Context: an optimization exercise on an open-source flow, tuned for small area, a short achievable clock period and few clock cycles per item. The choices shown serve that exercise and are no tape-out recipe. In this exercise RTL edits were held to simulation tests only and were not proved equivalent to the original. Power and IR drop assume default switching activity.

### flow/flow/run.sh
#!/bin/bash
# The standard flow (standard synthesis unchanged), with three layout changes:
# port buffers are buf_4 instead of the default pick (a slow delay cell),
# timing repair may resize cells across footprints, and clock tree synthesis
# adds no dummy loads. The make output goes to flow_make.log; each ORFS step
# keeps its own log under orfs/logs.
set -euo pipefail
bash standard.sh \
	MATCH_CELL_FOOTPRINT=0 \
	"BUFFER_PORTS_ARGS=-buffer_cell sky130_fd_sc_hd__buf_4" \
	"CTS_ARGS=-sink_clustering_enable -repair_clock_nets -sink_clustering_size 25 -sink_clustering_max_diameter 100 -dont_use_dummy_load" \
	finish > flow_make.log 2>&1
### flow/standard.sh
#!/bin/bash
# synth_recipe.tcl (not shown) runs the flow's synth.tcl, then flattens the netlist and writes it again
# the make line also repeats each setting of config.mk as NAME=value (left out here)
make -C /OpenROAD-flow-scripts/flow DESIGN_CONFIG=/design/flow/config.mk WORK_HOME=/design/flow/orfs CLKGATE_MAP_FILE= SYNTH_SCRIPT=/design/flow/synth_recipe.tcl "${@:-finish}"
### flow/config.mk
export PLATFORM = sky130hd
export DESIGN_NAME = flight_interval_timer_core
export DESIGN_NICKNAME = flight_interval_timer_core
export VERILOG_FILES = /design/flow/design.v
export SDC_FILE = /design/flow/constraint.sdc
export NUM_CORES = 4
export LEC_CHECK = 0
export CAP_MARGIN = 20
export CORE_MARGIN = 2
export CORE_UTILIZATION = 50
export CTS_CLUSTER_DIAMETER = 100
export CTS_CLUSTER_SIZE = 25
export SETUP_SLACK_MARGIN = 3.8
export SLEW_MARGIN = 20
export TNS_END_PERCENT = 5
### flow/constraint.sdc
create_clock -name core_clock -period 7.0 [get_ports {clk}]
set_input_delay 1.4000 -clock core_clock [delete_from_list [all_inputs] [get_ports {clk}]]
set_output_delay 1.4000 -clock core_clock [all_outputs]
set_load 0.01 [all_outputs]
### flow/design.v
`timescale 1ns / 1ps
package fit_pkg;
	localparam int HISTORY_DEPTH_DEF = 64;
	localparam logic [1:0] CFG_PERIOD   = 2'd0;
	localparam logic [1:0] CFG_STEP     = 2'd1;
	localparam logic [1:0] CFG_PAGE_LEN = 2'd2;
	localparam logic [3:0] PAGE_LEN_RST = 4'd5;
	typedef enum logic [1:0] {
		KIND_NONE   = 2'd0,
		KIND_FLIGHT = 2'd1,
		KIND_GAP    = 2'd2
	} kind_t;
	typedef struct packed {
		logic [31:0]       period;
		logic signed [1:0] step;
		logic [3:0]        page_len;
	} cfg_t;
	typedef struct packed {
		logic rd_en;
		logic fl_we;
		logic gp_we;
		logic rd_zero;
		logic rd_bypass;
	} hist_ctl_t;
endpackage
`timescale 1ns / 1ps
module fit_cfg_regs
(
	input  logic        clk,
	input  logic        arst_n,
	input  logic        cfg_we,
	input  logic [1:0]  cfg_index,
	input  logic [31:0] cfg_data,
	output fit_pkg::cfg_t        cfg,
	output logic        period_nz
);
	fit_pkg::cfg_t cfg_q;
	logic          pnz_q;
	always_ff @(posedge clk or negedge arst_n) begin
		if (!arst_n) begin
			cfg_q.period   <= '0;
			cfg_q.step     <= '0;
			cfg_q.page_len <= fit_pkg::PAGE_LEN_RST;
			pnz_q          <= 1'b0;
		end else if (cfg_we) begin
			case (cfg_index)
				fit_pkg::CFG_PERIOD: begin
					cfg_q.period <= cfg_data;
					pnz_q        <= (cfg_data != 32'd0);
				end
				fit_pkg::CFG_STEP:     cfg_q.step     <= cfg_data[1:0];
				fit_pkg::CFG_PAGE_LEN: cfg_q.page_len <= cfg_data[3:0];
				default:      ;
			endcase
		end
	end
	assign cfg       = cfg_q;
	assign period_nz = pnz_q;
endmodule
`timescale 1ns / 1ps
module fit_history
#(
	parameter int HISTORY_DEPTH = fit_pkg::HISTORY_DEPTH_DEF,
	localparam int IW = $clog2(HISTORY_DEPTH)
) (
	input  logic          clk,
	input  logic          arst_n,
	input  logic          we,
	input  logic [IW-1:0] waddr,
	input  logic [31:0]   wdata,
	input  logic [IW-1:0] raddr,
	input  logic [HISTORY_DEPTH-1:0] rsel,
	output logic [IW-1:0] tc,
	output logic [31:0]   rdata
);
	localparam int RSTEP = 4;
	localparam int RS_W  = $clog2(RSTEP);
	localparam int NINS  = HISTORY_DEPTH / RSTEP;
	logic [31:0]     ring_q [HISTORY_DEPTH];
	logic [IW-1:0]   tc_q;
	logic [1:0]      bv_q;
	logic [IW-1:0]   ba_q [2];
	logic [31:0]     bd_q [2];
	logic            rv_q, rsel_q;
	logic [NINS-1:0] ins_q;
	logic [31:0] ret_data;
	assign ret_data = bd_q[rsel_q];
	always_ff @(posedge clk) begin
		for (int p = 0; p < HISTORY_DEPTH; p++) begin
			if ((p % RSTEP == RSTEP - 1) && ins_q[p / RSTEP]) begin
				ring_q[p] <= ret_data;
			end else begin
				ring_q[p] <= ring_q[(p + 1) % HISTORY_DEPTH];
			end
		end
	end
	logic [IW-1:0]   tc_n, pos_new, pos_old [2], pos_n;
	logic [1:0]      el_old, el;
	logic            el_new, rsel_n, rv_n;
	logic [NINS-1:0] ins_n;
	assign tc_n    = tc_q + IW'(1);
	assign el_new  = (waddr[RS_W-1:0] == tc_n[RS_W-1:0]);
	assign pos_new = waddr - tc_q - IW'(2);
	always_comb begin
		for (int s = 0; s < 2; s++) begin
			el_old[s] = bv_q[s] && !(rv_q && (rsel_q == s[0])) &&
				(ba_q[s][RS_W-1:0] == tc_n[RS_W-1:0]);
			pos_old[s] = ba_q[s] - tc_q - IW'(2);
			el[s] = (we && (waddr[0] == s[0])) ? el_new : el_old[s];
		end
	end
	assign rsel_n = el[1];
	assign rv_n   = el[0] || el[1];
	always_comb begin
		if (el[1]) begin
			pos_n = (we && waddr[0]) ? pos_new : pos_old[1];
		end else begin
			pos_n = (we && !waddr[0]) ? pos_new : pos_old[0];
		end
		for (int j = 0; j < NINS; j++) begin
			ins_n[j] = rv_n && (pos_n[IW-1:RS_W] == (IW-RS_W)'(j));
		end
	end
	always_ff @(posedge clk or negedge arst_n) begin
		if (!arst_n) begin
			tc_q   <= '0;
			bv_q   <= '0;
			rv_q   <= 1'b0;
			rsel_q <= 1'b0;
			ins_q  <= '0;
		end else begin
			tc_q   <= tc_n;
			rv_q   <= rv_n;
			rsel_q <= rsel_n;
			ins_q  <= ins_n;
			for (int s = 0; s < 2; s++) begin
				if (we && (waddr[0] == s[0])) begin
					bv_q[s] <= 1'b1;
				end else if (rv_q && (rsel_q == s[0])) begin
					bv_q[s] <= 1'b0;
				end
			end
		end
	end
	always_ff @(posedge clk) begin
		for (int s = 0; s < 2; s++) begin
			if (we && (waddr[0] == s[0])) begin
				ba_q[s] <= waddr;
				bd_q[s] <= wdata;
			end
		end
	end
	logic [31:0] ring_rd;
	logic        bhit;
	always_comb begin
		ring_rd = 32'd0;
		for (int p = 0; p < HISTORY_DEPTH; p++) begin
			ring_rd = ring_rd | ({32{rsel[p]}} & ring_q[p]);
		end
	end
	assign bhit  = bv_q[raddr[0]] && (ba_q[raddr[0]] == raddr);
	assign rdata = bhit ? bd_q[raddr[0]] : ring_rd;
	assign tc    = tc_q;
endmodule
`timescale 1ns / 1ps
module fit_pass
#(
	parameter int HISTORY_DEPTH = fit_pkg::HISTORY_DEPTH_DEF,
	localparam int IW = $clog2(HISTORY_DEPTH),
	localparam int CW = $clog2(HISTORY_DEPTH + 1)
) (
	input  logic          clk,
	input  logic          arst_n,
	input  fit_pkg::cfg_t cfg,
	input  logic          period_nz,
	input  logic          v0,
	input  logic [31:0]   raw0,
	input  logic          pt0,
	input  logic          pa0,
	input  logic [IW-1:0] idx0,
	input  logic [HISTORY_DEPTH-1:0] rsel0,
	output logic          mv0,
	output logic [IW-1:0] tc,
	input  logic          out_stall,
	output logic          out_valid,
	output logic [31:0]   corrected_time,
	output logic          running,
	output logic [CW-1:0] flight_total,
	output logic [CW-1:0] gap_total,
	output logic [CW-1:0] page_start,
	output logic [31:0]   round_begin,
	output logic [31:0]   recorded_ms,
	output logic [1:0]    recorded_kind,
	output logic          store_full,
	output logic [31:0]   read_flight_ms
);
	localparam logic [CW-1:0] DEPTH_C = CW'(HISTORY_DEPTH);
	logic [31:0]   drift_q, ecorr_q, fpress_q, round_begin_q;
	logic          running_q;
	logic [CW-1:0] fcount_q, gcount_q, page_q;
	logic          v1;
	logic [31:0]   raw1, d1, rdp1;
	logic          pt1, pa1, tc1, tnc1, flag1;
	logic [IW-1:0] idx1;
	logic          out_valid_q;
	logic [31:0]   now_q, rec_ms_q, rd_q;
	fit_pkg::kind_t kind_q;
	logic          full_q;
	logic          adv1, corr, fl_we, we;
	logic [31:0]   step_ext, np, span;
	assign step_ext = {{30{cfg.step[1]}}, cfg.step};
	assign np       = ~cfg.period;
	assign adv1 = v1 && (!out_valid_q || !out_stall);
	assign mv0  = v0 && (!v1 || adv1);
	assign we   = adv1 && fl_we;
	logic [31:0] an_s, an_c, ac_s, ac_c;
	logic [33:0] xn, yn, xc, yc;
	logic        tnc0, tc0;
	assign an_s = raw0 ^ ecorr_q ^ np;
	assign an_c = (raw0 & ecorr_q) | (raw0 & np) | (ecorr_q & np);
	assign xn   = {2'b00, raw0} + {2'b00, ecorr_q} + 34'd1;
	assign yn   = {2'b00, an_s} + {1'b0, an_c, 1'b1};
	assign tnc0 = xn[32] ^ yn[32];
	assign ac_s = raw0 ^ d1 ^ np;
	assign ac_c = (raw0 & d1) | (raw0 & np) | (d1 & np);
	assign xc   = {2'b00, raw0} + {2'b00, d1} + 34'd1;
	assign yc   = {2'b00, ac_s} + {1'b0, ac_c, 1'b1};
	assign tc0  = xc[32] ^ yc[32];
	logic [31:0] mem_rdata, rdp0;
	fit_history #(
		.HISTORY_DEPTH (HISTORY_DEPTH)
	) u_history (
		.clk    (clk),
		.arst_n (arst_n),
		.we     (we),
		.waddr  (fcount_q[IW-1:0]),
		.wdata  (span),
		.raddr  (idx0),
		.rsel   (rsel0),
		.tc     (tc),
		.rdata  (mem_rdata)
	);
	assign rdp0 = (we && (idx0 == fcount_q[IW-1:0])) ? span : mem_rdata;
	always_ff @(posedge clk or negedge arst_n) begin
		if (!arst_n) begin
			v1 <= 1'b0;
		end else if (mv0) begin
			v1 <= 1'b1;
		end else if (adv1) begin
			v1 <= 1'b0;
		end
	end
	always_ff @(posedge clk) begin
		if (mv0) begin
			raw1  <= raw0;
			d1    <= ~raw0 + step_ext;
			rdp1  <= rdp0;
			pt1   <= pt0;
			pa1   <= pa0;
			idx1  <= idx0;
			tc1   <= tc0;
			tnc1  <= tnc0;
			flag1 <= adv1 && corr;
		end
	end
	logic [31:0] now;
	assign corr = period_nz && (flag1 ? tc1 : tnc1);
	assign now  = raw1 + drift_q;
	assign span = raw1 + fpress_q + 32'd1;
	logic          rb_zero, gp_we, running_n, full_n, round_set, aux_page;
	logic [CW-1:0] fcount_n, gcount_n, fcount_i, page_mid, page_n;
	logic [CW-1:0] plen, sub_a, sub_b, page_a, page_b;
	logic          page_hit;
	fit_pkg::kind_t kind_n;
	assign rb_zero = (round_begin_q == 32'd0);
	always_comb begin
		fl_we     = 1'b0;
		gp_we     = 1'b0;
		full_n    = 1'b0;
		running_n = running_q;
		kind_n    = fit_pkg::KIND_NONE;
		round_set = 1'b0;
		if (pt1) begin
			running_n = !running_q;
			if (!running_q) begin
				if (fcount_q != '0) begin
					if (gcount_q < DEPTH_C) begin
						gp_we  = 1'b1;
						kind_n = fit_pkg::KIND_GAP;
					end else begin
						full_n = 1'b1;
					end
				end
				round_set = rb_zero;
			end else begin
				if (fcount_q < DEPTH_C) begin
					fl_we  = 1'b1;
					kind_n = fit_pkg::KIND_FLIGHT;
				end else begin
					full_n = 1'b1;
				end
			end
		end
		if (pa1 && !running_n && rb_zero) begin
			round_set = 1'b1;
		end
	end
	assign fcount_i = fcount_q + CW'(1);
	assign fcount_n = fl_we ? fcount_i : fcount_q;
	assign gcount_n = gcount_q + CW'(gp_we);
	assign page_hit = fl_we && (page_q == fcount_q);
	assign page_mid = page_hit ? fcount_i : page_q;
	assign plen     = CW'(cfg.page_len);
	assign sub_a    = page_q - plen;
	assign sub_b    = fcount_i - plen;
	assign page_a   = (plen > page_q) ? fcount_n : sub_a;
	assign page_b   = (plen > fcount_i) ? fcount_i : sub_b;
	assign aux_page = pa1 && !(!running_n && rb_zero) && (fcount_n > CW'(1));
	assign page_n   = !aux_page ? page_mid : (page_hit ? page_b : page_a);
	logic [31:0] rd_n;
	always_comb begin
		if (!(CW'(idx1) < fcount_n)) begin
			rd_n = 32'd0;
		end else if (fl_we && (CW'(idx1) == fcount_q)) begin
			rd_n = span;
		end else begin
			rd_n = rdp1;
		end
	end
	always_ff @(posedge clk or negedge arst_n) begin
		if (!arst_n) begin
			drift_q       <= '0;
			ecorr_q       <= '1;
			fpress_q      <= '1;
			round_begin_q <= '0;
			running_q     <= 1'b0;
			fcount_q      <= '0;
			gcount_q      <= '0;
			page_q        <= '0;
			out_valid_q   <= 1'b0;
		end else begin
			if (adv1) begin
				out_valid_q <= 1'b1;
			end else if (!out_stall) begin
				out_valid_q <= 1'b0;
			end
			if (adv1) begin
				if (corr) begin
					drift_q <= drift_q + step_ext;
					ecorr_q <= d1;
				end
				if (pt1) begin
					fpress_q <= corr ? d1 : ~raw1;
				end else if (corr) begin
					fpress_q <= fpress_q + step_ext;
				end
				if (round_set) begin
					round_begin_q <= now;
				end
				running_q <= running_n;
				fcount_q  <= fcount_n;
				gcount_q  <= gcount_n;
				page_q    <= page_n;
			end
		end
	end
	always_ff @(posedge clk) begin
		if (adv1) begin
			now_q    <= now;
			rec_ms_q <= (kind_n != fit_pkg::KIND_NONE) ? span : 32'd0;
			kind_q   <= kind_n;
			full_q   <= full_n;
			rd_q     <= rd_n;
		end
	end
	assign out_valid      = out_valid_q;
	assign corrected_time = now_q;
	assign running        = running_q;
	assign flight_total   = fcount_q;
	assign gap_total      = gcount_q;
	assign page_start     = page_q;
	assign round_begin    = round_begin_q;
	assign recorded_ms    = rec_ms_q;
	assign recorded_kind  = kind_q;
	assign store_full     = full_q;
	assign read_flight_ms = rd_q;
endmodule
`timescale 1ns / 1ps
module flight_interval_timer_core
#(
	parameter int HISTORY_DEPTH = fit_pkg::HISTORY_DEPTH_DEF,
	localparam int IW = $clog2(HISTORY_DEPTH),
	localparam int CW = $clog2(HISTORY_DEPTH + 1)
) (
	input  logic          clk,
	input  logic          arst_n,
	input  logic          in_valid,
	output logic          in_stall,
	input  logic [31:0]   raw_time_ms,
	input  logic          press_timer,
	input  logic          press_aux,
	input  logic [IW-1:0] read_index,
	output logic          out_valid,
	input  logic          out_stall,
	output logic [31:0]   corrected_time,
	output logic          running,
	output logic [CW-1:0] flight_total,
	output logic [CW-1:0] gap_total,
	output logic [CW-1:0] page_start,
	output logic [31:0]   round_begin,
	output logic [31:0]   recorded_ms,
	output logic [1:0]    recorded_kind,
	output logic          store_full,
	output logic [31:0]   read_flight_ms,
	input  logic          cfg_we,
	input  logic [1:0]    cfg_index,
	input  logic [31:0]   cfg_data
);
	localparam int TW = 32 + 2 + IW;
	fit_pkg::cfg_t cfg;
	logic          period_nz;
	logic          vld_s0, vld_sk;
	logic [TW-1:0] tr_s0, tr_sk, tr_in;
	logic          mv0, accept;
	logic [IW-1:0] tc, ridx_src, rpos_in;
	logic [HISTORY_DEPTH-1:0] rsel_s0;
	assign tr_in    = {raw_time_ms, press_timer, press_aux, read_index};
	assign in_stall = vld_sk;
	assign accept   = in_valid && !vld_sk;
	always_ff @(posedge clk or negedge arst_n) begin
		if (!arst_n) begin
			vld_s0 <= 1'b0;
			vld_sk <= 1'b0;
		end else begin
			if (mv0 || !vld_s0) begin
				vld_s0 <= vld_sk || accept;
				vld_sk <= 1'b0;
			end else if (accept) begin
				vld_sk <= 1'b1;
			end
		end
	end
	assign ridx_src = vld_sk ? tr_sk[IW-1:0] : read_index;
	assign rpos_in  = ridx_src - tc - IW'(1);
	always_ff @(posedge clk) begin
		if (mv0 || !vld_s0) begin
			tr_s0   <= vld_sk ? tr_sk : tr_in;
			for (int p = 0; p < HISTORY_DEPTH; p++) begin
				rsel_s0[p] <= (rpos_in == IW'(p));
			end
		end else begin
			rsel_s0 <= {rsel_s0[0], rsel_s0[HISTORY_DEPTH-1:1]};
		end
		if (!vld_sk) begin
			tr_sk <= tr_in;
		end
	end
	fit_cfg_regs u_cfg (
		.clk       (clk),
		.arst_n    (arst_n),
		.cfg_we    (cfg_we),
		.cfg_index (cfg_index),
		.cfg_data  (cfg_data),
		.cfg       (cfg),
		.period_nz (period_nz)
	);
	fit_pass #(
		.HISTORY_DEPTH (HISTORY_DEPTH)
	) u_pass (
		.clk            (clk),
		.arst_n         (arst_n),
		.cfg            (cfg),
		.period_nz      (period_nz),
		.v0             (vld_s0),
		.raw0           (tr_s0[TW-1 -: 32]),
		.pt0            (tr_s0[IW+1]),
		.pa0            (tr_s0[IW]),
		.idx0           (tr_s0[IW-1:0]),
		.rsel0          (rsel_s0),
		.mv0            (mv0),
		.tc             (tc),
		.out_stall      (out_stall),
		.out_valid      (out_valid),
		.corrected_time (corrected_time),
		.running        (running),
		.flight_total   (flight_total),
		.gap_total      (gap_total),
		.page_start     (page_start),
		.round_begin    (round_begin),
		.recorded_ms    (recorded_ms),
		.recorded_kind  (recorded_kind),
		.store_full     (store_full),
		.read_flight_ms (read_flight_ms)
	);
endmodule
==> results of run 1 <==
-- where the power goes --
group	switching, µW	leakage, µW	internal, µW
clock	4790	0.00149	3080
combinational	8440	0.0171	5530
sequential	4270	0.0233	22100
-- timing repair --
item	in CTS	in global routing
setup endpoints to repair	359	313
setup buffers	58	20
resized for setup	132	79
gates cloned	6	0
pin swaps	60	34
-- per-layer routing --
layer	vias up	routed length, µm	track usage, %
met3	1126	36600	7.46
met5	-	27	0
met2	4321	162000	57.1
met4	4	24100	19.8
met1	35280	137000	46.1
li1	30550	-	-
-- state kept, by name, indices dropped and copies added, names as in the netlist, 38 cells and up --
register / flops
tr_s0: 40
u_pass.u_history.ring_q: 2048
u_pass.u_history.bd_q: 64
rsel_s0: 64
tr_sk: 40
u_cfg.cfg_q: 38
-- metrics by stage --
step | area [µm²] | utilization [%] | power, µW | std cells | setup WS (ns)
4_1_cts | 104000 | 54.9 | 47500 | 10965 | 3.45
3_3_place_gp | 99800 | 52.6 | 38900 | 10780 | 2.17
6_report | 105000 | 55.2 | 48200 | 10989 | 3.47
5_1_grt | 105000 | 55.2 | 50500 | 10986 | 3.34
2_1_floorplan | 95400 | - | 33300 | 8358 | 3.35
3_5_place_dp | 99800 | 52.6 | 39200 | 10780 | 2.13
-- worst paths after layout --
check | end | slack, ns | depth (start not counted)
max in group asynchronous | u_cfg.pnz_q | 5.19 | 2
min in group asynchronous | u_pass.round_begin_q[17] | 0.57 | 1
max | u_pass.rec_ms_q[28] | 3.47 | 13
min | u_pass.u_history.ring_q[0][31] | 0.28 | 0
max reg2reg | u_pass.rec_ms_q[28] | 3.47 | 13
min reg2reg | u_pass.u_history.ring_q[0][31] | 0.28 | 0
-- synth_stat cells, types with 17 or more instances --
master                        n
sky130_fd_sc_hd__nand2_1    375
sky130_fd_sc_hd__a211oi_1    31
sky130_fd_sc_hd__mux2_2      84
sky130_fd_sc_hd__mux2i_1     79
sky130_fd_sc_hd__o21ai_0    260
sky130_fd_sc_hd__dfrtp_1    153
sky130_fd_sc_hd__clkbuf_1   410
sky130_fd_sc_hd__buf_1       42
sky130_fd_sc_hd__a31oi_1     21
sky130_fd_sc_hd__nor3_1      39
sky130_fd_sc_hd__nand2b_1    35
sky130_fd_sc_hd__ha_1       328
sky130_fd_sc_hd__a21o_1     115
sky130_fd_sc_hd__a22o_1     551
sky130_fd_sc_hd__xnor2_1    121
sky130_fd_sc_hd__xor2_1      90
sky130_fd_sc_hd__inv_1      339
sky130_fd_sc_hd__a22oi_1     22
sky130_fd_sc_hd__o211ai_1    18
sky130_fd_sc_hd__nor2_1     752
sky130_fd_sc_hd__dfxtp_1   2152
sky130_fd_sc_hd__a21oi_1    747
sky130_fd_sc_hd__a221oi_1   508
sky130_fd_sc_hd__or4_1       35
sky130_fd_sc_hd__nor4_1      27
sky130_fd_sc_hd__nand4_1    160
sky130_fd_sc_hd__o21ai_1     22
sky130_fd_sc_hd__dfstp_2     66
sky130_fd_sc_hd__and3_1      17
sky130_fd_sc_hd__fa_1        75
sky130_fd_sc_hd__nand3_1     41
sky130_fd_sc_hd__o21bai_1    21
sky130_fd_sc_hd__o21a_1      36
sky130_fd_sc_hd__edfxtp_1   322
sky130_fd_sc_hd__nor2b_1     53
-- critical path: stages, from the launching register on --
cell and delay (ns):
sky130_fd_sc_hd__edfxtp_1 0.42, sky130_fd_sc_hd__inv_1 0.08, sky130_fd_sc_hd__ha_2 0.18, sky130_fd_sc_hd__inv_2 0.04, sky130_fd_sc_hd__fa_2 0.41, sky130_fd_sc_hd__a211oi_2 0.30, sky130_fd_sc_hd__o21ai_2 0.14, sky130_fd_sc_hd__a31oi_4 0.30
sky130_fd_sc_hd__o311ai_4 0.15, sky130_fd_sc_hd__a2111oi_4 0.43, sky130_fd_sc_hd__o21ai_2 0.16, sky130_fd_sc_hd__or2_4 0.30, sky130_fd_sc_hd__xor2_4 0.20, sky130_fd_sc_hd__nor2b_1 0.15
-- kinds of logic after synthesis --
logic type	share of synthesized area, %
xor+xnor	1.94
simple gates	7.55
fa+ha+maj	5.88
buf+inv	3.21
mux	1.82
flops	61.2
compound gates	18.4
-- layout make-up --
| class | instances | area (µm²) |
|---|---|---|
| fillers | 16279 | 85000 |
| flip-flops and latches | 2693 | 58500 |
| multi-input cells | 4862 | 35100 |
| repair buffers | 455 | 3680 |
| well taps | 2511 | 3140 |
| clock buffers | 121 | 3030 |
| inverters | 343 | 1310 |
| diodes | 4 | 10.0 |
==> results list, run 1 <==
- Run status: no timing/DRC/antenna violations
- Mapped Avg Cell Area: about 11 µm²
- Average wire per cell in the routed design: 32.7 µm
- Of all flip-flops after synthesis, the portion carrying an async set or reset was under 10%.
- The number of different library cells used by synthesis comes to 92.
- Across the VDD grid, the largest voltage drop is about 0.25 mV.
- The final-report hold violation count came to 0.
* DRC viols: 0
* Required @ worst endpoint: ~7.5 ns
- Final clock period utilization by the worst path: just over 50%
- Entering global routing, the biggest net connects 106 pins.
* Netlist area before placement: roughly 95,000 µm²
- Startpoint type of the worst setup path: flip-flop
- The startpoint identified for the worst hold timing path is u_pass.u_history.ring_q[1][31].
- After clock tree synthesis, the clock-pin slew on the worst setup and hold paths is ~0.1 ns.
* Sum of negative setup slack: 0 ns
- Iter 0 DRT Violations: 9,573
- The final layout contains routed wiring with a total length of approximately 360 mm.
- The worst register-to-register path begins at u_pass.raw1[0].
- Setup repair after global routing could not meet its margin everywhere.
- In this run the power density over the cells is ~460 nW/µm².
- The tree is rooted in a sky130_fd_sc_hd__clkbuf_16.
* Number of global-route vias before repair: roughly 70,000
- Insertion delay to the later sink of the worst-skew pair: 0.85 ns
- For this configuration, the core starts out at a cell density of between 50% and 60%.
* DP HPWL: approximately 220 mm
- Relative slew slack: 18.8%
- Worst Tran Pin Value: 1.22 ns
* Peak fanout along the critical path: 5
* Port buffer count: ~230
* Most area-consuming cells after synthesis: sky130_fd_sc_hd__dfxtp_1, sky130_fd_sc_hd__edfxtp_1, sky130_fd_sc_hd__a22o_1
- Summed over all cells, the static leakage comes to 0.0419 µW.
- Initial antenna violation count: 9
* Most frequent standard cell in the layout excluding fill and tap cells: sky130_fd_sc_hd__dfxtp_1
- Count of nets left with antenna violations after detail routing: 0
- Synthesized netlist cell count: 8,358
- After global routing the overflow that remains totals 0.
* Slew Limit Fails: 0
- At the worst endpoint, the arrival time is 4.03 ns.
- Core region area: 190,000 µm²
* Minimum period implied by the final worst setup slack: between 3 and 4 ns
- Measured along the y axis, the die boundary spans between 400 and 500 µm.
* Maxcap violations: 0
* Post-synthesis cell type with the largest combined area: sky130_fd_sc_hd__dfxtp_1
* Commonest non-fill, non-tap cells in the layout: sky130_fd_sc_hd__dfxtp_1, sky130_fd_sc_hd__nor2_1, sky130_fd_sc_hd__a21oi_1
- Global-route wire length before repair: 500 mm
- For this run, the top clock speed supported by timing is around 280 MHz.
- Proportion of netlist area held by the largest area contributor: 45.2%
- Synthesis Warnings: 8
- Across all hold checks on the routed design, the worst slack comes to 0.284 ns.
- Tracing the worst setup path back leads to its startpoint at u_pass.raw1[0].
* Category of the worst setup path capture point: flip-flop
- The first TritonRoute pass finished after 6 iterations.
* Total routing usage reported by global routing: between 30% and 40%
- The floorplan has 160 rows.
- Setup clock skew after layout: roughly 0.11 ns
* Sequential cell area fraction in the yosys report: about three fifths
- The most used flip-flop cell after synthesis is sky130_fd_sc_hd__dfxtp_1.
- Hold repair after CTS inserted 0 buffers.
- Synthesis produced a netlist with a net count of 8,840.
* Ports: 234
- Area delta synth->final: 9.89%
* Deepest clock path buffer count: 3
* Kind of critical path: reg2reg
* Area of the die: around 190,000 µm²
- The number of clock buffers added by TritonCTS is about 120.
- The tree built by TritonCTS fans out to 2,693 sinks.
- H-Tree Level Count: 3
* Number of setup violations in the final report: 0
* Share of final-layout standard cells stronger than drive strength 1: between 10% and 20%
- Number of enable flip-flop cells after synthesis: approximately 320
* # nets final: 8,958
- Using the TritonRoute via totals, the vias-per-cell ratio works out to around 6.5.
- The path class of the tightest hold or removal check is reg2reg.
- TritonCTS built the clock tree.
- The synthesized design contains around 2,700 register bits.
- The congestion estimate from routability-driven global placement came to ~0.95.
- Chip width: 441 µm
- Via count: a little over 70,000
Testbench counts, summed over its fixed seeds: cycles 12,024, items 12,000.
==> run 2, diff against run 1 <==
--- a/flow/config.mk
+++ b/flow/config.mk
@@ -11,5 +11,5 @@
 export CTS_CLUSTER_DIAMETER = 100
 export CTS_CLUSTER_SIZE = 25
-export SETUP_SLACK_MARGIN = 3.8
+export SETUP_SLACK_MARGIN = 4.4
 export SLEW_MARGIN = 20
 export TNS_END_PERCENT = 5
==> results list, run 2 <==
* Share of async-settable or async-resettable flops after synthesis: between 8 and 9%
- Along the worst hold path, the cell count comes to 0.
* Proportion of netlist area held by the largest area contributor: approximately 45%
- Iter 0 DRT Violations: about 9,600
- Internal reg-to-reg setup slack: roughly 3.4 ns
- Number of CTS-inserted buffers: between 100 and 150
* Via count normalized by instance count: around 6.5
- DP HPWL: between 200 and 250 mm
* Synthesized netlist cell count: 8,358
* Peak fanout along the critical path: 5
- Final hold viol count: 0
- Startpoint type of the worst setup path: flip-flop
- For the worst setup path, the data required time is ~7.6 ns.
* Slew Limit Fails: 0
- Vertical extent of the die: between 400 and 500 µm
* H-Tree Level Count: 3
- Destination of the worst hold path: u_pass.u_history.ring_q[52][3]
- Pin placement for this block handled around 230 I/O pins.
- The initial antenna violation count came to 16.
- The via count of the first global-routing pass is around 69,000.
- DRC viols: 0
- Combined flip-flop and latch cell area: just under 60,000 µm²
- Of the cells placed in the final design, the portion with a size suffix greater than 1 is 12.9%.
- Core region area: around 190,000 µm²
* Most frequent standard cell in the layout excluding fill and tap cells: sky130_fd_sc_hd__dfxtp_1
- Most area-consuming cells after synthesis: sky130_fd_sc_hd__dfxtp_1, sky130_fd_sc_hd__edfxtp_1, sky130_fd_sc_hd__a22o_1
- Kind of critical path: reg2reg
- STA classifies the critical path endpoint as a flip-flop.
* Setup repair after global routing missed its margin: true
* Insertion delay to the later sink of the worst-skew pair: between 0.8 and 0.9 ns
* Launch point of the critical path: u_pass.fpress_q[1]
- The layout has between 15,000 and 20,000 filler cells.
- Derived from the worst setup path, the maximum achievable clock frequency is roughly 280 MHz.
* Slowest Stage Delay on Critical Path: about 0.57 ns
- Mapped Avg Cell Area: about 11 µm²
- Critical R2R Capture: u_pass.rdp1[31]
- Clock slew seen by the registers of the worst setup and hold paths: 0.11 ns
- u_pass.u_history.ring_q holds more flip-flops than any other register.
- The detail route stage leaves a number of antenna-violating nets equal to 0.
- Cells along the critical path: ha_1, nor2b_1, o31a_1, o211ai_1, nand3_2, o311ai_4, a31oi_4, o211a_1, o41ai_4, nor2_2, mux2_2
- Relative slew slack: between 20% and 30%
- Across the VDD grid, the largest voltage drop is 0.279 mV.
- For this run, the register share of the synthesized area comes to 61.2%.
- Leaving out fill and tap cells, the most frequent cells in the layout are sky130_fd_sc_hd__dfxtp_1, sky130_fd_sc_hd__nor2_1, sky130_fd_sc_hd__a21oi_1.
- The commonest cells after synthesis are sky130_fd_sc_hd__dfxtp_1, sky130_fd_sc_hd__nor2_1, sky130_fd_sc_hd__a21oi_1.
- The worst hold path begins at u_pass.u_history.ring_q[53][3].
- Worst hold margin: 0.288 ns
- Number of enable flip-flop cells after synthesis: roughly 320
* Netlist area before placement: 95,300 µm²
* Post-synthesis cell type with the largest combined area: sky130_fd_sc_hd__dfxtp_1
- The clock passes through at most 3 buffers.
* Number of flip-flops in the largest register: around 2,000
- Once the floorplan was initialized, standard cells occupied 50.2% of the core.
* Maxcap violations: 0
- The worst register-to-register path begins at u_pass.fpress_q[1].
- TritonCTS built the clock tree.
- Pin count of the biggest net entering global routing: 120
- Clock tree synthesis selected as its root buffer the cell sky130_fd_sc_hd__clkbuf_16.
- Run status: no timing/DRC/antenna violations
- R2R cell count: 11
- Area of the die: roughly 190,000 µm²
- Detailed-router iteration count before antenna repair: 8
- Total gr overflow: 0
* Pwr dens: 458 nW/µm²
* Leak Pwr: roughly 0.042 µW
* Number of setup violations in the final report: 0
* Most used DFF post-synth: sky130_fd_sc_hd__dfxtp_1
- Routed wire length: about 360 mm
- Setup clock skew after layout: roughly 0.095 ns
- Count of different cell masters after synthesis: a little over 90
- The multi-input combinational cells in the finished layout cover a total of ~36,000 µm².
* Global-route wire length before repair: slightly above 500 mm
- Average wire per cell in the routed design: 32.8 µm
- Minimum period implied by the final worst setup slack: between 3 and 4 ns
- Final clock period utilization by the worst path: 50.9%
* Total routing usage reported by global routing: roughly 36%
- Routability congestion estimate from global placement: 0.938
- Placement Rows: 160
- The tightest min-delay check is of the reg2reg type.
- Post-Syn Nets: 8,840
- The detailed router placed just over 70,000 vias in this run.
- The net count of the finished layout is 9,002.
- Arrival time reported for the critical path endpoint: ~4.1 ns
* Worst Tran Pin Value: roughly 1.2 ns
* Sink Count: 2,693
- After clock tree synthesis, the flow added hold-fix buffers numbering 0.
- In this run the horizontal extent of the chip is about 440 µm.
- During synthesis, Yosys emitted a total of 8 warnings.
- Leading registers by flop count: u_pass.u_history.ring_q x2048, rsel_s0 x64, u_pass.u_history.bd_q x64
- Counting flops and latches in the post-synthesis netlist gives ~2,700.
- Utilization after layout: a little under three fifths
* Area delta synth->final: 11.0%
- Setup total negative slack on the finished layout was measured at 0 ns.
* Standard cell with the maximum stage delay on the critical path: sky130_fd_sc_hd__dfstp_2
- Port buffer count: between 200 and 250
- Most common cell in the synthesized netlist: sky130_fd_sc_hd__dfxtp_1
==> run 2: report_power, final <==
part	leakage, µW	switching, µW	internal (µW)
sequential	0.0233	4270	22100
combinational	0.0175	8530	5740
clock	0.00149	4790	3070
==> run 2: how the worst max path moves through the flow <==
stage / to / slack [ns] / cells past startpoint
detailed placement: u_pass.u_history.ins_q[13] / 2.25 / 11
global placement: u_pass.u_history.ins_q[8] / 2.28 / 11
floorplan: u_pass.d1[30] / 3.35 / 11
CTS: u_pass.rdp1[31] / 3.39 / 11
global route: u_pass.rd_q[20] / 3.33 / 15
finish: u_pass.rdp1[31] / 3.44 / 11
==> run 2: cell families after synthesis <==
kind of cell / Yosys count / share of synthesized area, %
mux: 163 / 1.82
xor+xnor: 211 / 1.94
simple gates: 1600 / 7.55
buf+inv: 803 / 3.21
compound gates: 2485 / 18.4
flops: 2693 / 61.2
fa+ha+maj: 403 / 5.88
==> run 2: final cells by class <==
cell class,instances,area share (%)
inverters,343,1.26
repair buffers,497,3.99
multi-input cells,4863,33.6
diodes,6,0.0142
repair inverters,1,0.0106
flip-flops and latches,2693,55.3
well taps,2511,2.97
clock buffers,121,2.86
==> run 2: stage by stage <==
stage | cell area [µm²] | setup WS, ns | cells | power (µW)
6_report | 106000 | 3.44 | 11035 | 48500
5_1_grt | 106000 | 3.33 | 11030 | 50700
2_1_floorplan | 95400 | 3.35 | 8358 | 33300
4_1_cts | 105000 | 3.39 | 10995 | 47700
3_5_place_dp | 99800 | 2.25 | 10779 | 39200
3_3_place_gp | 99800 | 2.28 | 10779 | 38900
==> run 2: metal layers <==
metal	vias to the layer above	routed length [µm]	GRT usage [%]
met5	-	137	0
met4	14	23200	19.4
met3	1138	37100	7.73
met2	4451	164000	57.6
met1	35467	137000	45.8
li1	30648	-	-
==> run 2: worst max-delay path, delay by kind of cell (launching register included) <==
family	cells	cell delay, ns
compound gates	6	1.86
fa+ha+maj	1	0.22
flops	1	0.57
mux	1	0.27
simple gates	3	0.43
==> run 2: repair_timing <==
| action | in CTS | in global routing |
|---|---|---|
| resized for setup | 233 | 104 |
| pin swaps | 95 | 32 |
| cloned | 11 | 3 |
| setup endpoints to repair | 733 | 645 |
| buffers inserted | 84 | 31 |

==> separate check: timing with driven ports <==
Ports are ideal in the flow. The routed layouts listed here were re-timed in OpenROAD.
Step 1 (the two cells are an assumption about what drives the block):
set clk [get_ports {clk}]
set_driving_cell -lib_cell sky130_fd_sc_hd__clkbuf_16 $clk
set_driving_cell -lib_cell sky130_fd_sc_hd__buf_2 [delete_from_list [all_inputs] $clk]
Step 2 also shifts input and output timing later by t, the mid clock arrival at the registers, as if the neighbouring blocks saw the same clock.
a / b / c = no drivers / after step 1 / after step 2; a / b = the first two.
| run | t, ns | slack for setup (ns) | hold slack, ns |
|---|---|---|---|
| run 1 | 0.870 | 3.466 / 3.466 / 3.028 | 0.284 / 0.284 / 0.284 |
| run 2 | 0.875 | 3.440 / 3.440 / 3.240 | 0.288 / 0.288 / 0.288 |
After both steps setup and hold are still met in every run listed. For run 1, which loses most, drivers alone change the setup slack by 0.000 ns; drivers and shift together by -0.438 ns.
